What follows belongs to an exercise in optimizing a design on an open flow for small area and few clock cycles per item; a production flow would make more cautious choices.
Where RTL was checked, it was by simulation tests only, not by an equivalence proof against the original.
For runs 6 and 7, only the layout was checked, not whether the RTL still works.

--- design/flow/design.v ---
`timescale 1ns / 1ps
`default_nettype none
package ufd_pkg;
	localparam int unsigned FIELD_WIDTH = 32;
	localparam int unsigned QUOT_WIDTH  = 64;
	localparam int unsigned BITS_PER_CLK = 6;
	localparam int unsigned RW = 33;
endpackage
`default_nettype wire
`timescale 1ns / 1ps
`default_nettype none
module ufd_stage (
	input  wire logic [ufd_pkg::RW-1:0] ws_i,
	input  wire logic [ufd_pkg::RW-1:0] wc_i,    
	input  wire logic [1:0]             n_i,     
	input  wire logic [31:0]            d,
	output logic [ufd_pkg::RW-1:0]      ws_o,
	output logic [ufd_pkg::RW-1:0]      wc_o,
	output logic [1:0]                  qp,      
	output logic [1:0]                  qn       
);
	localparam int unsigned YW = ufd_pkg::RW + 2;
	logic signed [6:0] est;
	logic signed [6:0] m2, m1, m0, mm1;
	logic          pos, neg, two;
	logic [YW-1:0] ys;
	logic [YW-1:0] yc;
	logic [YW-1:0] mag;
	logic [YW-1:0] op;
	logic [YW-1:0] sum;
	logic [YW-1:0] cry;
	always_comb begin
		case (d[30:28])
			3'd0:    begin m2 = 7'sd12; mm1 = -7'sd13; end
			3'd1:    begin m2 = 7'sd14; mm1 = -7'sd15; end
			3'd2:    begin m2 = 7'sd15; mm1 = -7'sd16; end
			3'd3:    begin m2 = 7'sd16; mm1 = -7'sd17; end
			3'd4:    begin m2 = 7'sd18; mm1 = -7'sd19; end
			3'd5:    begin m2 = 7'sd19; mm1 = -7'sd20; end
			3'd6:    begin m2 = 7'sd20; mm1 = -7'sd21; end
			default: begin m2 = 7'sd22; mm1 = -7'sd23; end
		endcase
		m1 = d[30] ? 7'sd6 : 7'sd4;
		m0 = d[30] ? -7'sd7 : -7'sd5;
	end
	always_comb begin
		est = ws_i[ufd_pkg::RW-1 -: 7] + wc_i[ufd_pkg::RW-1 -: 7];
		pos = (est >= m1);
		neg = (est < m0);
		two = pos ? (est >= m2) : (est < mm1);
		qp  = {pos & two, pos & ~two};
		qn  = {neg & two, neg & ~two};
		ys  = {ws_i, n_i};
		yc  = {wc_i, 1'b0, pos};
		mag = two ? {{(YW-33){1'b0}}, d, 1'b0} : {{(YW-32){1'b0}}, d};
		op  = ({YW{pos}} & ~mag) | ({YW{neg}} & mag);
		sum = ys ^ yc ^ op;
		cry = (ys & yc) | (ys & op) | (yc & op);
		ws_o = sum[ufd_pkg::RW-1:0];
		wc_o = {cry[ufd_pkg::RW-2:0], 1'b0};
	end
endmodule
`default_nettype wire
`timescale 1ns / 1ps
`timescale 1ns / 1ps
`default_nettype none
module unsigned_fractional_divider (
	input  wire logic                            clk,
	input  wire logic                            arst_n,
	input  wire logic                            in_valid,
	output logic                                 in_ready,
	input  wire logic [ufd_pkg::FIELD_WIDTH-1:0] in_dividend,
	input  wire logic [ufd_pkg::FIELD_WIDTH-1:0] in_divisor,
	output logic                                 out_valid,
	input  wire logic                            out_ready,
	output logic [ufd_pkg::QUOT_WIDTH-1:0]       out_quotient
);
	localparam int unsigned B  = ufd_pkg::BITS_PER_CLK;
	localparam int unsigned K  = B / 2;             
	localparam int unsigned RW = ufd_pkg::RW;
	logic [3:0]    cnt_q;      
	logic          done_q;     
	logic [RW-1:0] ws_q;
	logic [RW-1:0] wc_q;
	logic [30:0]   d_q;        
	logic [B:0]    nb_q;       
	logic [63:0]   q_q;        
	logic [B-1:0]  pp_q;       
	logic [B-1:0]  pn_q;       
	logic          busy;
	logic          load;
	assign busy      = (cnt_q != 4'd0);
	assign in_ready  = ~busy & (~done_q | out_ready);
	assign load      = in_valid & in_ready;
	assign out_valid = done_q;
	logic        bz;
	logic [4:0]  s;
	logic [31:0] x16, x8, x4, x2, x1;
	logic [2:0]  p;            
	logic [3:0]  cnt_init;
	logic [31+B-1:0] y;        
	always_comb begin
		bz   = (in_divisor == 32'd0);
		s[4] = (in_divisor[31:16] == 16'd0);
		x16  = s[4] ? {in_divisor[15:0], 16'd0} : in_divisor;
		s[3] = (x16[31:24] == 8'd0);
		x8   = s[3] ? {x16[23:0], 8'd0} : x16;
		s[2] = (x8[31:28] == 4'd0);
		x4   = s[2] ? {x8[27:0], 4'd0} : x8;
		s[1] = (x4[31:30] == 2'd0);
		x2   = s[1] ? {x4[29:0], 2'd0} : x4;
		s[0] = ~x2[31];
		x1   = s[0] ? {x2[30:0], 1'b0} : x2;
		p        = '0;
		cnt_init = '0;
		for (int k = 0; k < 32; k++) begin
			if (s == 5'(k)) begin
				p        = 3'((B - ((34 + k) % B)) % B);
				cnt_init = 4'((34 + k + (B - ((34 + k) % B)) % B) / B);
			end
		end
		y        = {in_dividend, {(B-1){1'b0}}} >> p;
	end
	logic [RW-1:0] ws_s [K+1];
	logic [RW-1:0] wc_s [K+1];
	logic [B-1:0]  dp;         
	logic [B-1:0]  dn;         
	assign ws_s[0] = ws_q;
	assign wc_s[0] = wc_q;
	for (genvar i = 0; i < K; i++) begin : g_step
		ufd_stage u_step (
			.ws_i (ws_s[i]),
			.wc_i (wc_s[i]),
			.n_i  (nb_q[B-2*i -: 2]),
			.d    ({1'b1, d_q}),
			.ws_o (ws_s[i+1]),
			.wc_o (wc_s[i+1]),
			.qp   (dp[B-1-2*i -: 2]),
			.qn   (dn[B-1-2*i -: 2])
		);
	end
	logic [RW-1:0] rem;
	logic          corr;
	logic [B+1:0]  lo;
	logic [63:0]   q_dec;
	logic [63:0]   q_n;
	always_comb begin
		rem   = ws_q + wc_q;
		corr  = ~busy & rem[RW-1];
		lo    = {2'b00, pp_q} - {2'b00, pn_q} - {{(B+1){1'b0}}, corr};
		q_dec = q_q - 64'd1;
		q_n   = {lo[B+1] ? q_dec[63-B:0] : q_q[63-B:0], lo[B-1:0]};
	end
	assign out_quotient = q_n;
	always_ff @(posedge clk or negedge arst_n) begin
		if (!arst_n) begin
			cnt_q  <= 4'd0;
			done_q <= 1'b0;
		end else if (load) begin
			cnt_q  <= bz ? 4'd0 : cnt_init;
			done_q <= bz;
		end else if (busy) begin
			cnt_q  <= cnt_q - 4'd1;
			done_q <= (cnt_q == 4'd1);
		end else if (out_ready) begin
			done_q <= 1'b0;
		end
	end
	always_ff @(posedge clk) begin
		if (load) begin
			ws_q <= bz ? '0 : RW'(y[31+B-1:B+1]);
			wc_q <= '0;
			d_q  <= x1[30:0];
			nb_q <= y[B:0];
			q_q  <= {64{bz}};
			pp_q <= {B{bz}};
			pn_q <= '0;
		end else if (busy) begin
			ws_q <= ws_s[K];
			wc_q <= wc_s[K];
			nb_q <= {nb_q[0], {B{1'b0}}};
			q_q  <= q_n;
			pp_q <= dp;
			pn_q <= dn;
		end
	end
endmodule
`default_nettype wire
--- design/flow/run.sh ---
#!/bin/bash
# synth_recipe.tcl (not shown) runs the flow's synth.tcl, then flattens the netlist and writes it again
# the make line also repeats each setting of config.mk as NAME=value (left out here)
make -C /OpenROAD-flow-scripts/flow DESIGN_CONFIG=/design/flow/config.mk WORK_HOME=/design/flow/orfs CLKGATE_MAP_FILE= SYNTH_SCRIPT=/design/flow/synth_recipe.tcl finish
--- design/flow/config.mk ---
export PLATFORM = sky130hd
export DESIGN_NAME = unsigned_fractional_divider
export DESIGN_NICKNAME = unsigned_fractional_divider
export VERILOG_FILES = /design/flow/design.v
export SDC_FILE = /design/flow/constraint.sdc
export NUM_CORES = 4
export LEC_CHECK = 0
export ABC_AREA = 1
export CAP_MARGIN = 5
export CORE_MARGIN = 2
export CORE_UTILIZATION = 50
export CTS_BUF_LIST = sky130_fd_sc_hd__clkbuf_8
export SLEW_MARGIN = 5
--- design/flow/constraint.sdc ---
create_clock -name core_clock -period 10.0 [get_ports {clk}]
set_input_delay 2.0000 -clock core_clock [delete_from_list [all_inputs] [get_ports {clk}]]
set_output_delay 2.0000 -clock core_clock [all_outputs]
set_load 0.01 [all_outputs]
==> metrics.md, run 1 <==
| Metric | Value |
|---|---|
| Outcome | timing/DRC/antenna clean |
| Core Rows | 70 |
| Yosys top cell by area | edfxtp_1 |
| Period minus WS final | 9710 ps |
| Slowest stage delay, CP | 520 ps |
| WL final | 62400 um |
| Vias in the first global route | 18100 |
| Most frequent cells in the layout | nand2_1, inv_1, o21ai_0, nand3_1, nor2_1 |
| Cts hold-fix bufs | 0 |
| Most common cell after layout, fill and taps aside | nand2_1 |
| Warnings from Yosys | 6 |
| Mapped Area | 18800 um^2 |
| Syn_nets | 2938 |
| Hold Vio Cnt, Final | 0 |
| Largest net degree at the start of global routing | 89 |
| Max cap viols | 0 |
| Synth top area cells | edfxtp_1, nand2_1, fa_1 |
| Critical path's slowest cell | fa_1 |
| Post-synth ARST share | 2.81% |
| Nets | 3079 |
| TritonCTS clock tree | done |
| Clock buffer count from CTS | 17 |
| Crit end category | flip-flop |
| DR iter-0 viols | 1584 |
| Layout cells sized above 1 | under 10% |
| Remaining DRCs | 0 |
| Worst Path Buf+Inv | 5 |
| Most used cell, CP | nand2_1 |
| Die W | 198 um |
| H-tree Lvls | 4 |
| Yosys top cell area share | 21.6% |
| Placed cell count | 3238 |
| Die ar. | 39100 um^2 |
| Final Non-Filler Cells | 3306 |
| Post-synth cell types | 63 |
| Port Buf Inserts | roughly 130 |
| Max-slew violations | 0 |
| Root Driver | clkbuf_8 |
| GP Congestion | 0.945 |
| Initial antenna violation count | 0 |
| Worst hold-check path type | flip-flop to flip-flop |
| Antenna Nets Post-Route | 0 |
| P&R area growth vs syn | 16.3% |
| Setup TNS | 0 ps |
| Clock Pin Slew Worst Setup and Hold Paths | 130 ps |
| N_diodes | 0 |
| Post-Syn Area per Cell | 6.99 um^2 |
| Die Ht | 198 um |
| Sequential area share after synthesis | 26.3% |
| Critical path type | flip-flop to flip-flop |
| Vias | 18800 |
| Req. time, crit path | 10260 ps |
| Overflow after GRT | 0 |
| Via density | between 5 and 6 |
| Worst-Margin Slew | 1010 ps |
| Avg WL per Cell | 18.9 um |
| Drt first pass iters | 5 |
| Global-route usage over all layers | 32.0% |
| Clock Skews | 27.1 ps |
| Max-slew headroom | 32.8% |
| CP Max Fanout | 8 |
| Post-synth EDFFs | 135 |
| Top Ports | around 130 |
| Clk sink count | 178 |
| Final setup fails | 0 |
| Core Area | 36800 um^2 |
| Skew-Pair Late Insertion Delay | 530 ps |
| Hold slack | 498 ps |
| Period utilization | 97.1% |
| Util after Layout | roughly three fifths |
| Dominant synthesized flop cell | edfxtp_1 |
| Fmax | 0.103 GHz |
| Startpoint types | flip-flop |
| HPWL after DPL | 46800 um |
| Crit-path leading delay family | adder cells |
| First-pass GRT wire length | 97200 um |
| Arrival time at the worst endpoint | 9970 ps |
| Longest Clk Path Bufs | 2 |
| #FFs+latches synth | 178 |
| Initial Util | 51.0% |
| Mapped Cells | 2684 |
what timing repair did:
| action | CTS | global route |
|---|---|---|
| setup endpoints to repair | 59 | 66 |
| cloned | 0 | 8 |
| setup buffers | 1 | 27 |
| resized for setup | 9 | 89 |
| pin swaps | 3 | 36 |
cell usage after synthesis (all sizes together), types with 17 or more instances:
cell type and count:
dfxtp 38, fa 94, edfxtp 135, xnor2 25, mux2i 17, o21ai 284, xor2 45, nor3 27
ha 92, nand2 833, clkbuf 62, o211ai 35, inv 394, nand3 212, buf 46, nor2 188
a21oi 51, nand4 31
cell type report:
class                   count  area, um^2
inverters                 395        1490
multi-input cells        2003       12200
repair buffers            230        2220
fillers                  3531       15000
clock buffers              17         234
clock inverters            15         170
flip-flops and latches    178        4940
well taps                 468         586
flip-flops by register name (all words and copies together) (netlist names):
signal  flops
nb_q        7
q_q        58
cnt_q       4
done_q      1
pn_q        6
d_q        31
pp_q        6
ws_q       33
wc_q       32
through the flow:
stage	worst slack [ps]	cell area (um^2)
after floorplan	61.9	18800
after global placement	94.9	20600
after detailed placement	-208	20600
after CTS	27.1	21100
after global routing	-131	21800
final	287	21800
per-layer routing:
layer / up-vias / GRT usage (%) / routed length (um) / part of all wire, %
met4: 0 / 9.86 / 1780 / 2.8
met1: 8855 / 43.1 / 26800 / 43
met2: 828 / 53.8 / 29200 / 47
met5: - / 0 / 0 / 0
met3: 122 / 4.12 / 4710 / 7.5
li1: 8966 / - / - / -
worst min-delay path, delay by kind of cell (launching register included):
family	cells	cell delay [ps]
buf+inv	1	70
compound gates	1	80
flops	1	310
final timing paths:
path / from / endpoint / slack, ps / cells after the start
min in group asynchronous: arst_n / cnt_q[1] / 1690 / 1
worst min register to register: pn_q[4] / pn_q[4] / 500 / 2
worst min-delay path: pn_q[4] / pn_q[4] / 500 / 2
worst max-delay path: ws_q[26] / ws_q[8] / 290 / 56
worst max register to register: ws_q[26] / ws_q[8] / 290 / 56
max in group asynchronous: arst_n / done_q / 8090 / 1
logic make-up after synthesis:
kind of cell	synth area share [%]
AOI/OAI and AO/OA	12.3
buffers and inverters	11.0
DFF	26.3
adders and majority gates	16.2
and+or+nand+nor	30.0
xor gates and xnor gates	3.27
muxes	0.907
Testbench counts, summed over its fixed seeds: cycles 62,287, items 8,000.
==> run 2, diff against run 1 <==
--- a/design/flow/config.mk
+++ b/design/flow/config.mk
@@ -6,8 +6,7 @@
 export NUM_CORES = 4
 export LEC_CHECK = 0
 export ABC_AREA = 1
-export CAP_MARGIN = 5
+export CAP_MARGIN = 20
 export CORE_MARGIN = 2
-export CORE_UTILIZATION = 50
-export CTS_BUF_LIST = sky130_fd_sc_hd__clkbuf_8
-export SLEW_MARGIN = 5
+export CORE_UTILIZATION = 40
+export SLEW_MARGIN = 20
==> run 2 against run 1 <==
  * Still clean
  * Highest routed layer unchanged
  * Core utilization is 12 points lower
  * Die area is 24% higher
  * Hold slack worse by 18 ps
  * Synthesized area stayed put
  * Clock-buffer cell count is 1 higher
  * Critical path type unchanged
==> metrics.md, run 2 <==
| Metric | Value |
|---|---|
| Outcome | timing/DRC/antenna clean |
| Antenna Nets Post-Route | 0 |
| Worst hold-check path type | flip-flop to flip-flop |
| Fmax | 0.104 GHz |
| Critical path type | flip-flop to flip-flop |
| Startpoint types | flip-flop |
| Reg2Reg Depth | around 50 |
| WL final | approximately 61000 um |
| Core Area | 46500 um^2 |
| Routed met3 length | 4140 um |
| Post-synth EDFFs | 135 |
| Critical path's slowest cell | fa_2 |
| Longest Clk Path Bufs | 2 |
| GP Congestion | between 0.9 and 1 |
| Crit-path leading delay family | adder cells |
| Nets | 3075 |
| Syn_nets | 2938 |
| Max reg flops | 58 |
| Root Driver | clkbuf_16 |
| #FFs+latches synth | 178 |
| Worst Path Buf+Inv | 6 |
| Final setup fails | 0 |
| Critical Path Stages | 51 |
| Yosys top cell by area | edfxtp_1 |
| Clock Skews | 14.3 ps |
| Hold Vio Cnt, Final | 0 |
| Clk sink count | ~180 |
| Die Ht | 221 um |
| Die W | 221 um |
| Met2 wire len | a little under 30000 um |
| Global-route usage over all layers | 25.1% |
| Max-slew violations | 0 |
| Die ar. | 48600 um^2 |
| Highest routed layer | met4 |
| HPWL after DPL | 46600 um |
| Most frequent cell after synthesis | nand2_1 |
| Dominant synthesized flop cell | edfxtp_1 |
| Post-Syn Area per Cell | ~7 um^2 |
| Most common cell after layout, fill and taps aside | nand2_1 |
| Vias | between 15000 and 20000 |
| Top cells by count, synth | nand2_1, inv_1, o21ai_0 |
| Vias in the first global route | 17700 |
| Yosys top cell area share | about 22% |
| Post-synth ARST share | 2.81% |
| Sequential area share after synthesis | 26.3% |
| Slowest stage delay, CP | 630 ps |
| Initial antenna violation count | 0 |
| TritonCTS clock tree | done |
| Placed cell count | around 3400 |
| Req. time, crit path | 10230 ps |
| Max-slew headroom | 36.6% |
| Drt first pass iters | 6 |
| Period minus WS final | 9610 ps |
| CP Max Fanout | 28 |
| Clock Pin Slew Worst Setup and Hold Paths | 80 ps |
| Most frequent cells in the layout | nand2_1, inv_1, o21ai_0, nand3_1, nor2_1 |
| Remaining DRCs | 0 |
| Warnings from Yosys | 6 |
| First-pass GRT wire length | 95800 um |
| Mapped Cells | 2684 |
| Largest regs | q_q: 58 flops, ws_q: 33 flops, wc_q: 32 flops |
| Crit end category | flip-flop |
| Hold slack | between 400 and 500 ps |
| Max cap viols | 0 |
| DR iter-0 viols | 1800 |
| Port Buf Inserts | 133 |
| P&R area growth vs syn | 18.1% |
| Layout cells sized above 1 | 9.53% |
| Avg WL per Cell | 17.9 um |
| M1 wire length | 26500 um |
| Post-synth cell types | 63 |
| H-tree Lvls | 4 |
| Skew-Pair Late Insertion Delay | 480 ps |
| Arrival time at the worst endpoint | 9840 ps |
| Top Ports | 134 |
| Largest Register | q_q |
| Largest net degree at the start of global routing | 83 |
| Clock buffer count from CTS | 17 |
| Via density | 5.36 |
| N_diodes | 0 |
| Most used cell, CP | nand2_1 |
| Initial Util | between 40 and 50% |
| Core Rows | 79 |
| Register area | 4940 um^2 |
| Number of fill cells | 4692 |
| Worst-Margin Slew | 951 ps |
| Period utilization | 96.1% |
| Synth top area cells | edfxtp_1, nand2_1, fa_1 |
| Hold Crit Depth | 2 |
| Util after Layout | 47.7% |
| Overflow after GRT | 0 |
| Area of the multi-input gates | 12200 um^2 |
| Final Non-Filler Cells | approximately 3400 |
| Mapped Area | 18800 um^2 |
[run 2: changes by cell type in the layout (fill, tap and decap cells not counted), moves of 5 or more]
cell and delta:
o21ai_2 -5, clkbuf_16 +17, clkbuf_8 -17, o21ai_1 +8
[run 2: worst paths after layout]
path	slack [ps]	start	end
worst max-delay path	390	ws_q[26]	ws_q[20]
min in group asynchronous	1750	arst_n	cnt_q[0]
worst max register to register	390	ws_q[26]	ws_q[20]
max in group asynchronous	8060	arst_n	cnt_q[3]
worst min-delay path	480	pn_q[2]	pn_q[2]
worst min register to register	480	pn_q[2]	pn_q[2]
[run 2: area by class of cell]
cell class                      count  area share, %
Multi-Input combinational cell   2004           55.0
Sequential cell                   178           22.3
Timing Repair Buffer              225           9.76
Inverter                          395           6.74
Tap cell                          607           3.43
Clock buffer                       18           2.03
Clock inverter                     14          0.706
[run 2: layer usage]
layer  up-vias  global-route usage (%)
met5         -                       0
met4         0                    7.24
met3       105                    3.11
met2       684                    42.7
met1      8680                    33.6
li1       8968                       -
[run 2: timing repair]
action                                  4_1_cts  5_1_grt
endpoints found under the setup margin       61       65
gates cloned                                  0        7
hold buffers                                  0        0
setup buffers                                 2       10
resized for setup                             8       96
pin swaps                                     2       27
[run 2: worst min-delay path: stages (launching register included)]
cell	delay, ps
dfxtp_1	300
inv_1	60
o32ai_1	70
[run 2: logic make-up after synthesis]
kind of cell	share of synthesized area [%]
and+or+nand+nor	30.0
muxes	0.907
AOI/OAI and AO/OA	12.3
xor gates and xnor gates	3.27
DFF	26.3
buffers and inverters	11.0
adders and majority gates	16.2
[run 2: through the flow]
stage / setup WS (ps) / area, um^2 / setup TNS [ps]
floorplan: 61.9 / 18800 / 0
global placement: -57.8 / 20900 / -170
detailed placement: -281 / 20900 / -9200
CTS: 43.5 / 21600 / 0
global route: -97.0 / 22200 / -1360
finish: 389 / 22200 / 0
==> run 3, diff against run 2 <==
--- a/design/flow/design.v
+++ b/design/flow/design.v
@@ -25,7 +25,7 @@
 	logic          pos, neg, two;
 	logic [YW-1:0] ys;
 	logic [YW-1:0] yc;
-	logic [YW-1:0] mag;
+	logic [YW-1:0] nmag;
 	logic [YW-1:0] op;
 	logic [YW-1:0] sum;
 	logic [YW-1:0] cry;
@@ -52,8 +52,10 @@
 		qn  = {neg & two, neg & ~two};
 		ys  = {ws_i, n_i};
 		yc  = {wc_i, 1'b0, pos};
-		mag = two ? {{(YW-33){1'b0}}, d, 1'b0} : {{(YW-32){1'b0}}, d};
-		op  = ({YW{pos}} & ~mag) | ({YW{neg}} & mag);
+		nmag = ~(two ? {{(YW-33){1'b0}}, d, 1'b0} : {{(YW-32){1'b0}}, d});
+		for (int j = 0; j < YW; j++) begin
+			op[j] = nmag[j] ? pos : neg;
+		end
 		sum = ys ^ yc ^ op;
 		cry = (ys & yc) | (ys & op) | (yc & op);
 		ws_o = sum[ufd_pkg::RW-1:0];
@@ -168,7 +170,7 @@
 	end
 	always_ff @(posedge clk) begin
 		if (load) begin
-			ws_q <= bz ? '0 : RW'(y[31+B-1:B+1]);
+			ws_q <= RW'(y[31+B-1:B+1]);
 			wc_q <= '0;
 			d_q  <= x1[30:0];
 			nb_q <= y[B:0];
==> design/flow/flow/run.sh (new file) <==
#!/bin/bash
# Standard layout, with the port buffers made from the smallest buffer cell.
set -o pipefail
export BUFFER_PORTS_ARGS="-buffer_cell sky130_fd_sc_hd__buf_1"
bash standard.sh finish > standard.log 2>&1
==> design/flow/standard.sh (new file) <==
#!/bin/bash
# synth_recipe.tcl (not shown) runs the flow's synth.tcl, then flattens the netlist and writes it again
# the make line also repeats each setting of config.mk as NAME=value (left out here)
make -C /OpenROAD-flow-scripts/flow DESIGN_CONFIG=/design/flow/config.mk WORK_HOME=/design/flow/orfs CLKGATE_MAP_FILE= SYNTH_SCRIPT=/design/flow/synth_recipe.tcl "${@:-finish}"
removed: design/flow/run.sh
==> run 3 against run 2 <==
  * Highest routed layer unchanged
  * Routed wire length fell by 4.4%
  * First-iteration DRC count fell by 11%
  * Non-clock buffer count fell by 30
  * Flip-flop and latch count did not move
  * Critical endpoint is now ws_q[26]
==> metrics.md, run 3 <==
| Metric | Value |
|---|---|
| H-tree Lvls | 4 |
| PnR worst setup slack | ~470 ps |
| Clock Skews | 12.7 ps |
| Fmax | approximately 0.10 GHz |
| DP Area | 19400 um^2 |
| Crit end category | flip-flop |
| P&R area growth vs syn | 11.8% |
| Global-route usage over all layers | 24.4% |
| Max-slew violations | 0 |
| Reg2Reg Setup Slack | 470 ps |
| Remaining DRCs | 0 |
| Drt first pass iters | 6 |
| Initial antenna violation count | 0 |
| Clock Pin Slew Worst Setup and Hold Paths | 70 ps |
| Vias | between 15000 and 20000 |
| Placed cell count | 3226 |
| Top cells by count, synth | nand2_1, inv_1, nand3_1 |
| Dominant synthesized flop cell | edfxtp_1 |
| Vias in the first global route | 17100 |
| Nets | 2921 |
| Worst hold-check path type | flip-flop to flip-flop |
| Port Buf Inserts | about 130 |
| Max reg flops | 58 |
| GP Congestion | ~0.94 |
| Top Ports | 134 |
| Req. time, crit path | 10190 ps |
| Slowest stage delay, CP | 530 ps |
| Reg2Reg Depth | between 50 and 60 |
| Largest Register | q_q |
| Root Driver | clkbuf_16 |
| Post-synth cell types | 59 |
| #FFs+latches synth | 178 |
| N_diodes | 0 |
| Most common cell after layout, fill and taps aside | nand2_1 |
| WL final | 58700 um |
| Critical path's slowest cell | fa_1 |
| Period utilization | 95.3% |
| Post-Syn Area per Cell | 7.15 um^2 |
| Outcome | timing/DRC/antenna clean |
| Yosys top cell area share | 21.6% |
| CP Max Fanout | 8 |
| Longest Clk Path Bufs | 2 |
| DR iter-0 viols | 1596 |
| Post-synth EDFFs | 132 |
| Max-slew headroom | 31.4% |
| Skew-Pair Late Insertion Delay | 460 ps |
| Cts hold-fix bufs | 0 |
| Arrival time at the worst endpoint | just under 10000 ps |
| Avg WL per Cell | roughly 18 um |
| HPWL after DPL | 44200 um |
| Final Non-Filler Cells | 3280 |
| Hold Crit Depth | 2 |
| Dpl ws | -265 ps |
| Yosys top cell by area | edfxtp_1 |
| Syn_nets | 2816 |
| Mapped Area | 18300 um^2 |
| Hold path endpoint | pn_q[0] |
| Overflow after GRT | 0 |
| Largest regs | q_q: 58 flops, ws_q: 33 flops, wc_q: 32 flops |
| Period minus WS final | 9530 ps |
| Via density | 5.44 |
| Clk sink count | between 150 and 200 |
| Synth top area cells | edfxtp_1, nand2_1, fa_1 |
| Startpoint types | flip-flop |
| Most used cell, CP | nand2_1 |
| Die ar. | 47500 um^2 |
| Initial Util | 40.4% |
| Layout cells sized above 1 | under 10% |
| Crit-path leading delay family | adder cells |
| Max cap viols | 0 |
| Hold Vio Cnt, Final | 0 |
| Antenna Nets Post-Route | 0 |
| Core Area | ~45000 um^2 |
| Worst Path Buf+Inv | 6 |
| Die W | 218 um |
| Most frequent cells in the layout | nand2_1, inv_1, nand3_1, o21ai_0, nor2_1 |
| Post-Layout Inst Area | 20500 um^2 |
| TritonCTS clock tree | done |
| Warnings from Yosys | 6 |
| Die Ht | approximately 220 um |
| Worst-Margin Slew | a little over 1000 ps |
| Post-synth ARST share | about 2.8% |
| Sequential area share after synthesis | 26.8% |
| Mapped Cells | 2562 |
| Util after Layout | 45.2% |
| Hold Crit Start | pn_q[0] |
| Critical path type | flip-flop to flip-flop |
| First-pass GRT wire length | 91600 um |
| RR Endpoint | ws_q[26] |
| R2r startpoint | ws_q[26] |
| Clock buffer count from CTS | 17 |
| Most frequent cell after synthesis | nand2_1 |
| Largest net degree at the start of global routing | 86 |
| Final setup fails | 0 |
| Core Rows | 78 |
run 3: cell types whose count changed after synthesis, moves of 11 or more:
cell      change
a22oi_1      +24
buf_1        +11
inv_1        -36
mux2i_1      +15
nand2_1      -74
nand2_2      -13
nand3_1      +50
nor2_1       -15
o211ai_1     -28
o21ai_0      -53
o21ai_1      -14
run 3: worst max-delay path by stage:
stage	cells past startpoint	start	end	slack [ps]
2_1_floorplan	59	d_q[30]	ws_q[11]	40
3_3_place_gp	54	ws_q[26]	ws_q[0]	20
3_5_place_dp	48	ws_q[26]	ws_q[0]	-260
4_1_cts	51	ws_q[26]	ws_q[3]	40
5_1_grt	56	ws_q[26]	ws_q[20]	-90
6_report	54	ws_q[26]	ws_q[26]	470
run 3: per-stage QoR:
step	hold slack, ps	TNS, ps
CTS	479	0
global placement	459	0
detailed placement	458	-7910
finish	475	0
floorplan	430	0
global route	502	-1830
run 3: logic make-up after synthesis:
logic type	synth area share [%]
XOR/XNOR	3.73
buffers and inverters	10.2
adder cells (fa/ha/maj)	16.6
AO/OA/AOI/OAI	11.0
flip-flops	26.8
multiplexers	1.75
AND/OR/NAND/NOR	29.9
run 3: routing by layer:
metal	vias to the layer above	part of all wire, %	wire (um)	GRT usage, %
li1	8574	-	-	-
met1	8487	44	25600	31.9
met2	692	47	27800	41.2
met3	99	6.4	3760	3.77
met4	0	2.7	1570	7.78
met5	-	0	0	0
run 3: repair_timing:
| item | 4_1_cts | 5_1_grt |
|---|---|---|
| gates cloned | 0 | 4 |
| endpoints found under the setup margin | 58 | 66 |
| pin swaps | 1 | 18 |
| setup buffers | 0 | 18 |
| gates resized for setup | 7 | 55 |
run 3: layout make-up:
| type | count | area, um^2 |
|---|---|---|
| Fill cell | 4644 | 24800 |
| Multi-Input combinational cell | 1916 | 11800 |
| Sequential cell | 178 | 4910 |
| Inverter | 359 | 1360 |
| Timing Repair Buffer | 195 | 1080 |
| Tap cell | 600 | 751 |
| Clock buffer | 18 | 429 |
| Clock inverter | 14 | 153 |
run 3: tightest hold or removal path, stage by stage, from the launching register on:
cell and delay [ps]:
dfxtp_1 330, nand2_1 60, nand2_1 40
Testbench counts of run 3, summed over its fixed seeds: cycles 62,287, items 8,000.
==> run 4, diff against run 3 <==
--- a/design/flow/design.v
+++ b/design/flow/design.v
@@ -89,6 +89,8 @@
 	logic [63:0]   q_q;        
 	logic [B-1:0]  pp_q;       
 	logic [B-1:0]  pn_q;       
+	logic          held_q;     
+	logic          corr_q;     
 	logic          busy;
 	logic          load;
 	assign busy      = (cnt_q != 4'd0);
@@ -142,13 +144,15 @@
 		);
 	end
 	logic [RW-1:0] rem;
+	logic          rneg;
 	logic          corr;
 	logic [B+1:0]  lo;
 	logic [63:0]   q_dec;
 	logic [63:0]   q_n;
 	always_comb begin
 		rem   = ws_q + wc_q;
-		corr  = ~busy & rem[RW-1];
+		rneg  = held_q ? corr_q : rem[RW-1];
+		corr  = ~busy & rneg;
 		lo    = {2'b00, pp_q} - {2'b00, pn_q} - {{(B+1){1'b0}}, corr};
 		q_dec = q_q - 64'd1;
 		q_n   = {lo[B+1] ? q_dec[63-B:0] : q_q[63-B:0], lo[B-1:0]};
@@ -172,15 +176,22 @@
 		if (load) begin
 			ws_q <= RW'(y[31+B-1:B+1]);
 			wc_q <= '0;
+			nb_q <= y[B:0];
+		end else begin
+			ws_q <= ws_s[K];
+			wc_q <= wc_s[K];
+			nb_q <= {nb_q[0], {B{1'b0}}};
+		end
+		held_q <= done_q & ~out_ready;
+		corr_q <= rneg;
+	end
+	always_ff @(posedge clk) begin
+		if (load) begin
 			d_q  <= x1[30:0];
-			nb_q <= y[B:0];
 			q_q  <= {64{bz}};
 			pp_q <= {B{bz}};
 			pn_q <= '0;
 		end else if (busy) begin
-			ws_q <= ws_s[K];
-			wc_q <= wc_s[K];
-			nb_q <= {nb_q[0], {B{1'b0}}};
 			q_q  <= q_n;
 			pp_q <= dp;
 			pn_q <= dn;
--- a/design/flow/config.mk
+++ b/design/flow/config.mk
@@ -9,4 +9,7 @@
 export CAP_MARGIN = 20
 export CORE_MARGIN = 2
 export CORE_UTILIZATION = 40
+export CTS_BUF_LIST = sky130_fd_sc_hd__clkbuf_8
+export CTS_CLUSTER_DIAMETER = 60
+export CTS_CLUSTER_SIZE = 20
 export SLEW_MARGIN = 20
==> run 4 against run 3 <==
  * Design area fell by 2.5%
  * Sequential share of layout area decreased by 1.0 points
  * Highest routed layer unchanged
==> metrics.md, run 4 <==
| Metric | Value |
|---|---|
| Outcome | timing/DRC/antenna clean |
| First-pass GRT wire length | 88800 um |
| Mapped Area | between 15000 and 20000 um^2 |
| Area of the multi-input gates | approximately 12000 um^2 |
| Top Ports | 134 |
| P&R area growth vs syn | 10.3% |
| Cts hold-fix bufs | 0 |
| H-tree Lvls | 4 |
| Top cells by count, synth | nand2_1, inv_1, nand3_1 |
| Global-route usage over all layers | 23.7% |
| Nets | 2949 |
| Dpl ws | -119 ps |
| Max cap viols | 0 |
| Post-synth ARST share | 2.78% |
| Largest net degree at the start of global routing | 80 |
| Final setup fails | 0 |
| Remaining DRCs | 0 |
| Skew-Pair Late Insertion Delay | 540 ps |
| Largest regs | q_q: 58 flops, ws_q: 33 flops, wc_q: 32 flops |
| TritonCTS clock tree | done |
| Critical path type | flip-flop to flip-flop |
| Layout cells sized above 1 | 7.75% |
| Arrival time at the worst endpoint | approximately 9900 ps |
| Sequential area share after synthesis | 25.3% |
| Warnings from Yosys | 6 |
| Setup TNS | 0 ps |
| Clock Pin Slew Worst Setup and Hold Paths | 120 ps |
| Final Non-Filler Cells | 3301 |
| Post-synth cell types | 56 |
| Initial antenna violation count | 1 |
| Avg WL per Cell | 17.4 um |
| Critical path's slowest cell | edfxtp_1 |
| Vias in the first global route | 16800 |
| Clock buffer count from CTS | 17 |
| Dominant synthesized flop cell | edfxtp_1 |
| Most frequent cell after synthesis | nand2_1 |
| Initial Util | approximately 41% |
| Synth top area cells | edfxtp_1, nand2_1, fa_1 |
| HPWL after DPL | 43500 um |
| Port Buf Inserts | 133 |
| Most used cell, CP | nand2_1 |
| CP Max Fanout | 31 |
| Clk sink count | 180 |
| DR iter-0 viols | 1483 |
| Slowest stage delay, CP | 550 ps |
| Max-slew violations | 0 |
| Most common cell after layout, fill and taps aside | nand2_1 |
| Post-synth EDFFs | 95 |
| Core Area | roughly 44000 um^2 |
| Yosys top cell area share | 15.8% |
| Crit end category | flip-flop |
| Crit-path leading delay family | simple AND/OR/NAND/NOR gates |
| PnR worst setup slack | just under 500 ps |
| GP Congestion | 0.919 |
| Register area | approximately 4600 um^2 |
| Number of fill cells | 4626 |
| Placed cell count | 3256 |
| Max reg flops | 58 |
| Vias | 17700 |
| Via density | between 5 and 6 |
| Antenna Nets Post-Route | 0 |
| Clock Skews | 30.6 ps |
| Drt first pass iters | 6 |
| Hold Vio Cnt, Final | 0 |
| WL final | 57300 um |
| Most frequent cells in the layout | nand2_1, inv_1, nand3_1, o21ai_0, nor2_1 |
| Die Ht | 217 um |
| Req. time, crit path | 10420 ps |
| Period utilization | 95.1% |
| Longest Clk Path Bufs | 2 |
| Max-slew headroom | 31.7% |
| Mapped Cells | 2605 |
| Largest Register | q_q |
| Period minus WS final | 9510 ps |
| Fmax | 0.105 GHz |
| Die W | 217 um |
| Worst hold-check path type | flip-flop to flip-flop |
| Worst Path Buf+Inv | 9 |
| Core Rows | 77 |
| #FFs+latches synth | 180 |
| Startpoint types | flip-flop |
| Root Driver | clkbuf_8 |
| Overflow after GRT | 0 |
| Worst-Margin Slew | between 1000 and 1500 ps |
| Die ar. | 46900 um^2 |
| Yosys top cell by area | edfxtp_1 |
| Post-Syn Area per Cell | 6.94 um^2 |
| Syn_nets | approximately 2900 |
run 4: changes by cell type in the layout (fill, tap and decap cells not counted), moves of 23 or more:
cell / before / now
edfxtp_1: 132 / 95
a22oi_1: 26 / 1
nand3_1: 250 / 294
nand2_1: 728 / 617
nor2_1: 156 / 210
mux2i_1: 32 / 9
dfxtp_1: 41 / 80
run 4: cell type report:
class	count	share of cell area [%]
Multi-Input combinational cell	1936	58.8
Sequential cell	180	22.9
Inverter	371	7.00
Timing Repair Buffer	189	5.45
Tap cell	592	3.71
Clock buffer	17	1.17
Clock inverter	15	0.903
Antenna cell	1	0.0125
run 4: worst min-delay path, stage by stage, from the launching register on:
cell and delay (ps):
dfxtp_1 330, nand2_1 60, nand2_1 40
run 4: metal layers:
layer  wire [um]  part of all wire [%]  track usage (%)
met4        1850                   3.2             9.04
met1       25100                    44             30.5
met2       27300                    48             40.1
met5           0                     0                0
met3        3150                   5.5             3.56
run 4: per-stage QoR:
stage	hold slack, ps	util [%]	instance area [um^2]
6_report	467	44.9	20000
5_1_grt	507	44.9	20000
4_1_cts	470	44.1	19600
3_5_place_dp	441	43.1	19200
3_3_place_gp	430	43.1	19200
2_1_floorplan	419	-	18100
run 4: repair_timing:
action	in CTS	in global routing
resized for setup	4	57
gates cloned	0	6
buffers inserted	0	6
pin swaps	0	18
endpoints found under the setup margin	57	67
run 4: final timing paths:
| path | from | to | slack [ps] | cells past startpoint |
|---|---|---|---|---|
| worst max-delay path | d_q[30] | ws_q[6] | 490 | 61 |
| worst min-delay path | pn_q[0] | pn_q[0] | 470 | 2 |
| worst max register to register | d_q[30] | ws_q[6] | 490 | 61 |
| worst min register to register | pn_q[0] | pn_q[0] | 470 | 2 |
| max in group asynchronous | arst_n | cnt_q[2] | 8490 | 1 |
| min in group asynchronous | arst_n | cnt_q[1] | 1290 | 1 |
run 4: logic make-up after synthesis:
| family | after synthesis | synth area share (%) |
|---|---|---|
| adder cells (fa/ha/maj) | 186 | 16.8 |
| buffers and inverters | 490 | 10.9 |
| multiplexers | 9 | 0.498 |
| flip-flops | 180 | 25.3 |
| AND/OR/NAND/NOR | 1295 | 31.8 |
| XOR/XNOR | 80 | 3.87 |
| AO/OA/AOI/OAI | 365 | 10.8 |
Testbench counts of run 4, summed over its fixed seeds: cycles 62,287, items 8,000.
==> run 5, diff against run 4 <==
--- a/design/flow/config.mk
+++ b/design/flow/config.mk
@@ -9,7 +9,4 @@
 export CAP_MARGIN = 20
 export CORE_MARGIN = 2
 export CORE_UTILIZATION = 40
-export CTS_BUF_LIST = sky130_fd_sc_hd__clkbuf_8
-export CTS_CLUSTER_DIAMETER = 60
-export CTS_CLUSTER_SIZE = 20
 export SLEW_MARGIN = 20
==> run 5 against run 4 <==
  * Critical path depth increased by 1
  * Global-route usage hardly changed
  * Via count rose by 0.17%
  * Critical endpoint unchanged
  * Routed wire length rose by 0.24%
  * Final cell count unchanged
==> metrics.md, run 5 <==
| Metric | Value |
|---|---|
| Most frequent cell after synthesis | nand2_1 |
| Skew-Pair Late Insertion Delay | 480 ps |
| Post-Layout Inst Area | 20100 um^2 |
| CP Capture Point | ws_q[6] |
| Req. time, crit path | 10350 ps |
| P&R area growth vs syn | 11.4% |
| Vias in the first global route | approximately 17000 |
| Die Ht | 217 um |
| Post-Syn Area per Cell | slightly below 7 um^2 |
| Nets | around 3000 |
| Max-slew violations | 0 |
| DP Area | 19200 um^2 |
| Clock Pin Slew Worst Setup and Hold Paths | 80 ps |
| Top Ports | 134 |
| Critical path type | flip-flop to flip-flop |
| Most common cell after layout, fill and taps aside | nand2_1 |
| Slowest stage delay, CP | 610 ps |
| Sequential area share after synthesis | 25.3% |
| Critical path's slowest cell | fa_2 |
| Startpoint types | flip-flop |
| Vias | 17700 |
| Die ar. | around 47000 um^2 |
| Die W | ~220 um |
| Util after Layout | 45.4% |
| Initial antenna violation count | 0 |
| Longest Clk Path Bufs | 2 |
| Post-synth cell types | 56 |
| R2r startpoint | d_q[30] |
| Drt first pass iters | 8 |
| Syn_nets | around 2900 |
| Final setup fails | 0 |
| Avg WL per Cell | 17.4 um |
| RR Endpoint | ws_q[6] |
| DR iter-0 viols | 1436 |
| #FFs+latches synth | 180 |
| Crit end category | flip-flop |
| Worst hold-check path type | flip-flop to flip-flop |
| Outcome | timing/DRC/antenna clean |
| Overflow after GRT | 0 |
| Initial Util | 40.7% |
| Period minus WS final | around 9500 ps |
| Most used cell, CP | nand2_1 |
| Antenna Nets Post-Route | 0 |
| Core Area | 44400 um^2 |
| Largest net degree at the start of global routing | 80 |
| Reg2Reg Depth | 62 |
| Global-route usage over all layers | 23.8% |
| Reg2Reg Setup Slack | 490 ps |
| Root Driver | clkbuf_16 |
| Period utilization | 95.1% |
| Clock buffer count from CTS | 17 |
| Hold Vio Cnt, Final | 0 |
| Largest Register | q_q |
| Dominant synthesized flop cell | edfxtp_1 |
| First-pass GRT wire length | 89100 um |
| Post-synth EDFFs | 95 |
| GP Congestion | 0.919 |
| Worst-Margin Slew | just over 1000 ps |
| Setup TNS | 0 ps |
| TritonCTS clock tree | done |
| Max cap viols | 0 |
| Worst setup startpoint | d_q[30] |
| Core Rows | 77 |
| Yosys top cell by area | edfxtp_1 |
| WL final | about 57000 um |
| Largest regs | q_q: 58 flops, ws_q: 33 flops, wc_q: 32 flops |
| Fmax | 0.105 GHz |
| Max-slew headroom | 30.7% |
| Yosys top cell area share | ~16% |
| Post-synth ARST share | approximately 2.8% |
| Warnings from Yosys | 6 |
| H-tree Lvls | 4 |
| Port Buf Inserts | 133 |
| Remaining DRCs | 0 |
| Mapped Cells | 2605 |
| Most frequent cells in the layout | nand2_1, inv_1, nand3_1, o21ai_0, nor2_1 |
| Clk sink count | 180 |
| Layout cells sized above 1 | 7.83% |
| Arrival time at the worst endpoint | between 9000 and 10000 ps |
| Via density | 5.37 |
| Top cells by count, synth | nand2_1, inv_1, nand3_1 |
| N_diodes | 0 |
| CP Max Fanout | 31 |
| Max reg flops | 58 |
| Mapped Area | 18100 um^2 |
| Synth top area cells | edfxtp_1, nand2_1, fa_1 |
| Clock Skews | approximately 22 ps |
| HPWL after DPL | 43500 um |
| Number of fill cells | 4584 |
## run 5: cell counts after synthesis
Identical to the previous run, type by type.
## run 5: how the worst min path moves through the flow
stage / cells after the start / slack (ps) / from / to
CTS: 2 / 460 / nb_q[0] / nb_q[6]
floorplan: 2 / 420 / nb_q[0] / nb_q[6]
global placement: 2 / 430 / nb_q[0] / nb_q[6]
finish: 2 / 460 / pn_q[0] / pn_q[0]
global route: 2 / 500 / nb_q[0] / nb_q[6]
detailed placement: 2 / 440 / nb_q[0] / nb_q[6]
## run 5: metal layers
| layer | part of all wire [%] | wire length [um] | vias up | GRT usage (%) |
|---|---|---|---|---|
| met5 | 0 | 0 | - | 0 |
| met1 | 43 | 24500 | 8296 | 30.7 |
| met3 | 6.1 | 3530 | 105 | 3.27 |
| met2 | 48 | 27500 | 649 | 40.3 |
| met4 | 3.4 | 1950 | 0 | 8.95 |
| li1 | - | - | 8666 | - |
## run 5: cell families after synthesis
group           synth area share (%)
simple gates                    31.8
buf+inv                         10.9
compound gates                  10.8
fa+ha+maj                       16.8
flops                           25.3
xor+xnor                        3.87
mux                            0.498
## run 5: layout make-up
cell class	count	area (um^2)	share of cell area (%)
multi-input combinational	1936	11700	58.2
sequential	180	4580	22.7
inverter	371	1400	6.94
timing repair buffer	190	1090	5.42
tap	592	741	3.68
clock buffer	18	429	2.13
clock inverter	14	176	0.876
## run 5: worst max-delay path, delay by kind of cell (launching register included)
| kind | cells | cell delay, ps |
|---|---|---|
| xor+xnor | 2 | 310 |
| simple gates | 30 | 2880 |
| compound gates | 13 | 1710 |
| buf+inv | 10 | 1240 |
| fa+ha+maj | 7 | 2680 |
| flops | 1 | 530 |
## run 5: metrics by stage
step / setup WS [ps] / cells / hold WS [ps]
after floorplan: 110 / 2605 / 419
after global placement: 66.8 / 3256 / 430
after detailed placement: -119 / 3256 / 441
after CTS: 35.0 / 3288 / 464
after global routing: -56.8 / 3301 / 500
final: 485 / 3301 / 462
## run 5: repair_timing
| item | in CTS | in global routing |
|---|---|---|
| gates resized for setup | 5 | 55 |
| cloned | 0 | 6 |
| pin swaps | 0 | 16 |
| endpoints found under the setup margin | 55 | 68 |
| hold buffers | 0 | 0 |
| setup buffers | 0 | 7 |
==> run 6, diff against run 5 <==
--- a/design/flow/design.v
+++ b/design/flow/design.v
@@ -25,7 +25,8 @@
 	logic          pos, neg, two;
 	logic [YW-1:0] ys;
 	logic [YW-1:0] yc;
-	logic [YW-1:0] nmag;
+	logic [YW-1:0] mag;
+	logic          one;
 	logic [YW-1:0] op;
 	logic [YW-1:0] sum;
 	logic [YW-1:0] cry;
@@ -52,10 +53,9 @@
 		qn  = {neg & two, neg & ~two};
 		ys  = {ws_i, n_i};
 		yc  = {wc_i, 1'b0, pos};
-		nmag = ~(two ? {{(YW-33){1'b0}}, d, 1'b0} : {{(YW-32){1'b0}}, d});
-		for (int j = 0; j < YW; j++) begin
-			op[j] = nmag[j] ? pos : neg;
-		end
+		one = (pos | neg) & ~two;
+		mag = ({YW{one}} & {{(YW-32){1'b0}}, d}) | ({YW{two & (pos | neg)}} & {{(YW-33){1'b0}}, d, 1'b0});
+		op  = mag ^ {YW{pos}};
 		sum = ys ^ yc ^ op;
 		cry = (ys & yc) | (ys & op) | (yc & op);
 		ws_o = sum[ufd_pkg::RW-1:0];
==> run 6 against run 5 <==
  * Global-route usage down 0.69 points
  * Hold slack worse by 17 ps
  * Design area up 0.62%
  * Clock skew fell by 11 ps
  * Clock-buffer cell count up 2
  * Still clean on timing, DRC and antenna
  * Core utilization is 0.78 points higher
==> metrics.md, run 6 <==
| Metric | Value |
|---|---|
| #FFs+latches synth | 180 |
| Via density | 5.20 |
| Area of the multi-input gates | roughly 12000 um^2 |
| Antenna Nets Post-Route | 0 |
| Most used cell, CP | nand2_1 |
| P&R area growth vs syn | 14.6% |
| WL final | 53500 um |
| Vias | 16700 |
| H-tree Lvls | 4 |
| Syn_nets | 2731 |
| Final setup fails | 0 |
| Worst hold-check path type | flip-flop to flip-flop |
| Critical path type | flip-flop to flip-flop |
| Post-synth ARST share | 2.78% |
| Max cap viols | 0 |
| Reg2Reg Depth | 52 |
| Slowest stage delay, CP | 650 ps |
| Top Ports | ~130 |
| Hold Crit Start | nb_q[0] |
| Max reg flops | 58 |
| Hold Crit Depth | 2 |
| Mapped Area | ~18000 um^2 |
| Most common cell after layout, fill and taps aside | nand2_1 |
| Die W | about 210 um |
| Worst setup startpoint | wc_q[26] |
| Layout cells sized above 1 | 10.3% |
| Remaining DRCs | 0 |
| Outcome | timing/DRC/antenna clean |
| Dominant synthesized flop cell | edfxtp_1 |
| Warnings from Yosys | 6 |
| Most frequent cells in the layout | nand2_1, inv_1, nand3_1, nor2_1, buf_1 |
| Vias in the first global route | approximately 16000 |
| Max-slew violations | 0 |
| Most frequent cell after synthesis | nand2_1 |
| Die ar. | 45900 um^2 |
| Period utilization | 95.2% |
| Post-synth cell types | 62 |
| Clock Pin Slew Worst Setup and Hold Paths | about 70 ps |
| Largest regs | q_q: 58 flops, ws_q: 33 flops, wc_q: 32 flops |
| Reg2Reg Setup Slack | 480 ps |
| Register area | 4580 um^2 |
| RSZ-0062 raised after global routing | yes |
| Hold path endpoint | nb_q[6] |
| Cts hold-fix bufs | 0 |
| Yosys top cell by area | edfxtp_1 |
| Hold Vio Cnt, Final | 0 |
| Util after Layout | between 40% and 50% |
| First-pass GRT wire length | around 86000 um |
| Avg WL per Cell | ~17 um |
| Largest net degree at the start of global routing | 70 |
| Global-route usage over all layers | 23.1% |
| Number of fill cells | about 4500 |
| Period minus WS final | ~9500 ps |
| Top cells by count, synth | nand2_1, inv_1, nor2_1 |
| Nets | 2860 |
| Fmax | 0.105 GHz |
| Clock Skews | 10.7 ps |
| Crit end category | flip-flop |
| Port Buf Inserts | between 100 and 150 |
| Arrival time at the worst endpoint | 9870 ps |
| DR iter-0 viols | 1380 |
| Core Rows | 77 |
| Largest Register | q_q |
| Yosys top cell area share | 16.1% |
| GP Congestion | 0.926 |
| TritonCTS clock tree | done |
| Core Area | approximately 44000 um^2 |
| Clk sink count | 180 |
| Skew-Pair Late Insertion Delay | 450 ps |
| Mapped Cells | 2480 |
| Overflow after GRT | 0 |
| Req. time, crit path | ~10000 ps |
| Synth top area cells | edfxtp_1, nand2_1, fa_1 |
| CP Max Fanout | 14 |
| Post-synth EDFFs | 95 |
| Worst-Margin Slew | 997 ps |
| Initial Util | 40.3% |
| Longest Clk Path Bufs | 2 |
| R2r startpoint | wc_q[26] |
| Initial antenna violation count | 0 |
| Critical path's slowest cell | fa_2 |
| RR Endpoint | ws_q[28] |
| Clock buffer count from CTS | 17 |
| Sequential area share after synthesis | 25.9% |
| Hold slack | approximately 440 ps |
| Post-Syn Area per Cell | 7.13 um^2 |
| Root Driver | clkbuf_16 |
| Startpoint types | flip-flop |
| HPWL after DPL | around 42000 um |
| Drt first pass iters | 5 |
| Max-slew headroom | 33.4% |
| N_diodes | 0 |
| Die Ht | ~210 um |
run 6: cell count changes after synthesis, sizes merged, moves of 10 or more:
cell    previous run  this run
nand3            296       229
or2               28         3
o21ai            252       135
nand2            639       629
inv              366       388
a21oi             60        49
nor2             221       237
xor2              47       103
nand4             62        38
o22ai              8        70
clkbuf            69        49
run 6: worst max path at each step:
stage | end | slack (ps) | cells after the start
final | ws_q[28] | 480 | 52
after global routing | ws_q[4] | -80 | 57
after CTS | ws_q[3] | 20 | 57
after detailed placement | ws_q[3] | -140 | 53
after global placement | ws_q[3] | 90 | 53
after floorplan | ws_q[3] | 20 | 56
run 6: stage by stage:
| stage | setup TNS, ps | area (um^2) | std cells | worst slack [ps] |
|---|---|---|---|---|
| 4_1_cts | 0 | 19600 | 3194 | 20.7 |
| 3_3_place_gp | 0 | 19000 | 3159 | 90.6 |
| 6_report | 0 | 20300 | 3214 | 478 |
| 3_5_place_dp | -1370 | 19000 | 3159 | -137 |
| 2_1_floorplan | 0 | 17700 | 2480 | 15.9 |
| 5_1_grt | -880 | 20300 | 3214 | -75.6 |
run 6: critical path, delay by kind of cell, from the launching register on:
kind | cells | cell delay (ps)
buf+inv | 6 | 680
flops | 1 | 340
xor+xnor | 4 | 760
compound gates | 10 | 1700
simple gates | 21 | 1890
fa+ha+maj | 11 | 4000
run 6: per-layer routing:
metal,up-vias,wire length (um),track usage (%)
li1,8243,-,-
met1,7833,24200,31.2
met2,534,24700,37.9
met3,115,2740,2.75
met4,0,1730,8.75
met5,-,0,0
run 6: logic make-up (layout without fill, tap and decap cells):
group | after synthesis | in the layout | synth area share, %
XOR/XNOR | 135 | 135 | 6.69
flip-flops | 180 | 180 | 25.9
AO/OA/AOI/OAI | 308 | 308 | 10.3
AND/OR/NAND/NOR | 1174 | 1174 | 28.6
buffers and inverters | 487 | 629 | 11.0
multiplexers | 13 | 13 | 0.736
adder cells (fa/ha/maj) | 183 | 183 | 16.8
run 6: timing repair:
| action | 4_1_cts | 5_1_grt |
|---|---|---|
| pin swaps | 8 | 49 |
| endpoints found under the setup margin | 37 | 65 |
| gates resized for setup | 14 | 104 |
| buffers inserted | 2 | 18 |
| gates cloned | 1 | 2 |
run 6: final cells by class:
cell class              count  share of cell area, %
clock buffers              20                   2.26
well taps                 592                   3.65
repair buffers            206                   5.86
multi-input cells        1813                   57.8
clock inverters            12                  0.512
inverters                 391                   7.31
flip-flops and latches    180                   22.6
==> run 7, diff against run 6 <==
--- a/design/flow/design.v
+++ b/design/flow/design.v
@@ -143,19 +143,25 @@
 			.qn   (dn[B-1-2*i -: 2])
 		);
 	end
-	logic [RW-1:0] rem;
+	logic [RW-1:0] rc;         
 	logic          rneg;
 	logic          corr;
 	logic [B+1:0]  lo;
-	logic [63:0]   q_dec;
+	logic [63-B:0] tz;         
 	logic [63:0]   q_n;
 	always_comb begin
-		rem   = ws_q + wc_q;
-		rneg  = held_q ? corr_q : rem[RW-1];
+		rc[0] = 1'b0;
+		for (int i = 1; i < RW; i++) begin
+			rc[i] = (ws_q[i-1] & wc_q[i-1]) | (rc[i-1] & (ws_q[i-1] | wc_q[i-1]));
+		end
+		rneg  = held_q ? corr_q : (ws_q[RW-1] ^ wc_q[RW-1] ^ rc[RW-1]);
 		corr  = ~busy & rneg;
 		lo    = {2'b00, pp_q} - {2'b00, pn_q} - {{(B+1){1'b0}}, corr};
-		q_dec = q_q - 64'd1;
-		q_n   = {lo[B+1] ? q_dec[63-B:0] : q_q[63-B:0], lo[B-1:0]};
+		tz[0] = 1'b1;
+		for (int i = 1; i <= 63 - B; i++) begin
+			tz[i] = tz[i-1] & ~q_q[i-1];
+		end
+		q_n   = {q_q[63-B:0] ^ ({(64-B){lo[B+1]}} & tz), lo[B-1:0]};
 	end
 	assign out_quotient = q_n;
 	always_ff @(posedge clk or negedge arst_n) begin
==> run 7 against run 6 <==
  * Now fails the layout checks on negative setup slack
  * First-iteration DRC count down 13%
  * Core utilization up 5.0 points
  * Register-to-register slack worse by 800 ps
  * Fmax down 7.7%
  * Critical endpoint is now ws_q[29]
  * Clock-buffer cell count down 3
  * Sequential share of layout area down 1.3 points
  * Final cell count down 4.1%
  * Non-clock buffer count up 127
  * Clock skew up 3.6 ps
  * Global-route usage about the same
==> metrics.md, run 7 <==
| Metric | Value |
|---|---|
| Outcome | finished with violations |
| Failed Checks | negative setup slack |
| Clock Pin Slew Worst Setup and Hold Paths | 80 ps |
| Slowest stage delay, CP | 560 ps |
| HPWL after DPL | 39100 um |
| Most used cell, CP | nand2_2 |
| Die Ht | 210 um |
| N_diodes | 0 |
| P&R area growth vs syn | 26.2% |
| Yosys top cell by area | edfxtp_1 |
| Max reg flops | 58 |
| Final setup fails | 62 |
| Placed cell count | 2982 |
| Startpoint types | flip-flop |
| Hold Crit Start | nb_q[0] |
| Antenna Nets Post-Route | 0 |
| Max-slew violations | 0 |
| Global-route usage over all layers | between 20% and 30% |
| DP Area | 19200 um^2 |
| Most common cell after layout, fill and taps aside | nand2_1 |
| Vias in the first global route | 15200 |
| Longest Clk Path Bufs | 2 |
| Post-Syn Area per Cell | approximately 7.5 um^2 |
| Largest Register | q_q |
| Arrival time at the worst endpoint | about 11000 ps |
| Req. time, crit path | 10380 ps |
| Period utilization | 103% |
| Largest regs | q_q: 58 flops, ws_q: 33 flops, wc_q: 32 flops |
| Top cells by count, synth | inv_1, nand2_1, nor2_1 |
| Core Area | 42000 um^2 |
| Drt first pass iters | 6 |
| Remaining DRCs | 0 |
| Avg WL per Cell | 16.9 um |
| Number of fill cells | 3998 |
| Worst hold-check path type | flip-flop to flip-flop |
| #FFs+latches synth | between 150 and 200 |
| Clk sink count | 180 |
| Hold Crit Depth | 2 |
| First-pass GRT wire length | 80800 um |
| Hold slack | between 400 and 500 ps |
| Via density | 5.15 |
| RR Endpoint | ws_q[29] |
| Sequential area share after synthesis | 26.9% |
| Port Buf Inserts | 133 |
| Largest net degree at the start of global routing | 59 |
| RSZ-0062 raised after global routing | yes |
| Mapped Cells | around 2300 |
| Fmax | 0.0969 GHz |
| Worst-Margin Slew | 1060 ps |
| Period minus WS final | ~10000 ps |
| Crit end category | flip-flop |
| Dominant synthesized flop cell | edfxtp_1 |
| Max cap viols | 0 |
| Die W | 210 um |
| Final Non-Filler Cells | 3082 |
| DR iter-0 viols | 1199 |
| Worst setup startpoint | wc_q[26] |
| Top Ports | 134 |
| Critical path's slowest cell | fa_2 |
| Initial antenna violation count | 1 |
| Core Rows | 75 |
| Hold path endpoint | nb_q[6] |
| Skew-Pair Late Insertion Delay | 470 ps |
| Layout cells sized above 1 | 21.9% |
| TritonCTS clock tree | done |
| Critical path type | flip-flop to flip-flop |
| Clock buffer count from CTS | 17 |
| CP Max Fanout | 7 |
| Nets | 2813 |
| Synth top area cells | edfxtp_1, fa_1, inv_1 |
| GP Congestion | 0.915 |
| Warnings from Yosys | 6 |
| Post-synth ARST share | 2.78% |
| Vias | 15900 |
| Syn_nets | 2550 |
| Most frequent cells in the layout | nand2_1, inv_1, buf_4, buf_1, o21ai_0 |
| PnR worst setup slack | -322 ps |
| R2r startpoint | wc_q[26] |
| Clock Skews | 14.2 ps |
| Mapped Area | around 17000 um^2 |
| Post-synth cell types | 61 |
| WL final | 52200 um |
| Die ar. | around 44000 um^2 |
| Reg2Reg Setup Slack | -320 ps |
| H-tree Lvls | 4 |
| Post-Layout Inst Area | around 22000 um^2 |
| Root Driver | clkbuf_16 |
| Overflow after GRT | 0 |
| Initial Util | 40.6% |
| Reg2Reg Depth | 63 |
| Yosys top cell area share | 16.7% |
| Most frequent cell after synthesis | inv_1 |
| Hold Vio Cnt, Final | 0 |
| Cts hold-fix bufs | 0 |
| Max-slew headroom | ~28% |
| Post-synth EDFFs | 95 |
run 7: cell count changes in the layout (fill, tap and decap cells not counted), moves of 25 or more:
| cell | change |
|---|---|
| inv_2 | +37 |
| a31oi_1 | +42 |
| nor2_2 | +28 |
| nand3_1 | -179 |
| o22ai_4 | +26 |
| o21ai_0 | +25 |
| buf_4 | +116 |
| nand2_1 | -151 |
| inv_1 | +61 |
| fa_1 | -28 |
| fa_2 | +28 |
| nor2_1 | -107 |
| ha_1 | +28 |
run 7: repair_timing:
item / CTS / global route
setup endpoints to repair: 63 / 80
pin swaps: 38 / 86
setup buffers: 38 / 32
gates resized for setup: 85 / 226
cloned: 2 / 0
run 7: logic make-up after synthesis:
logic type               share of synthesized area (%)
AND/OR/NAND/NOR                                   17.6
multiplexers                                      1.29
flip-flops                                        26.9
buffers and inverters                             13.0
XOR/XNOR                                          6.87
adder cells (fa/ha/maj)                           19.8
AO/OA/AOI/OAI                                     14.7
run 7: worst max-delay path: cells and delay by family (launching register included):
family | cells | cell delay (ps)
fa+ha+maj | 9 | 3380
buf+inv | 10 | 980
xor+xnor | 4 | 740
flops | 1 | 370
compound gates | 17 | 2170
simple gates | 23 | 2530
run 7: stage by stage:
stage               setup WS, ps  setup TNS, ps  util [%]
floorplan                   12.1              0         -
global placement            -356         -14700      45.6
detailed placement          -581         -27380      45.6
CTS                        -69.9           -597      48.5
global route                -959         -49840      51.2
finish                      -322         -10620      51.2
run 7: final cells by class:
class                   count  area [um^2]  share of cell area (%)
well taps                 539          674                    3.13
clock buffers              17          425                    1.98
multi-input cells        1507        11600                    54.0
clock inverters            15          143                   0.663
repair buffers            333         2200                    10.2
inverters                 491         1860                    8.63
flip-flops and latches    180         4590                    21.3
run 7: how the worst max path moves through the flow:
stage,endpoint,slack [ps],depth (start not counted)
detailed placement,ws_q[15],-580,65
global route,ws_q[10],-960,64
CTS,ws_q[30],-70,66
global placement,ws_q[5],-360,60
floorplan,ws_q[3],10,66
finish,ws_q[29],-320,63
run 7: per-layer routing:
metal	track usage, %	share of wire, %	vias to the layer above
li1	-	-	7761
met1	32.2	45	7531
met2	37.0	47	510
met3	3.40	6.2	77
met4	7.19	1.9	2
met5	0	0.025	-

==> what the ideal ports hide <==
How much do the figures lean on ideal ports? The routed layouts below were timed once more, with nothing changed but the port constraints. Step 1 sets driving cells, clkbuf_16 on the clock port and buf_2 on the other inputs (assumed; they add their load-dependent delay and slew). Step 2, shift: input delay + t, output delay - t, t = (earliest + latest rising clock arrival at the registers) / 2. This alone moves slack from input paths to output paths. Slacks: no drivers / after step 1 / after step 2; pairs: no drivers / after step 1.
run | t, ns | setup WS [ns] | clock arrival spread, ns | worst slew at a driven data input, ns | pins driven straight from the clock port
run 1 | 0.571 | 0.287 / 0.287 / 0.287 | 0.027 / 0.027 | 0.05 | 1
run 2 | 0.522 | 0.389 / 0.389 / 0.389 | 0.016 / 0.015 | 0.04 | 1
run 3 | 0.514 | 0.467 / 0.467 / 0.467 | 0.013 / 0.013 | 0.04 | 1
run 4 | 0.579 | 0.492 / 0.492 / 0.492 | 0.031 / 0.031 | 0.04 | 1
run 5 | 0.526 | 0.485 / 0.485 / 0.485 | 0.022 / 0.022 | 0.04 | 1
run 6 | 0.506 | 0.478 / 0.478 / 0.478 | 0.011 / 0.011 | 0.10 | 1
run 7 | 0.508 | -0.322 / -0.322 / -0.322 | 0.015 / 0.015 | 0.09 | 1
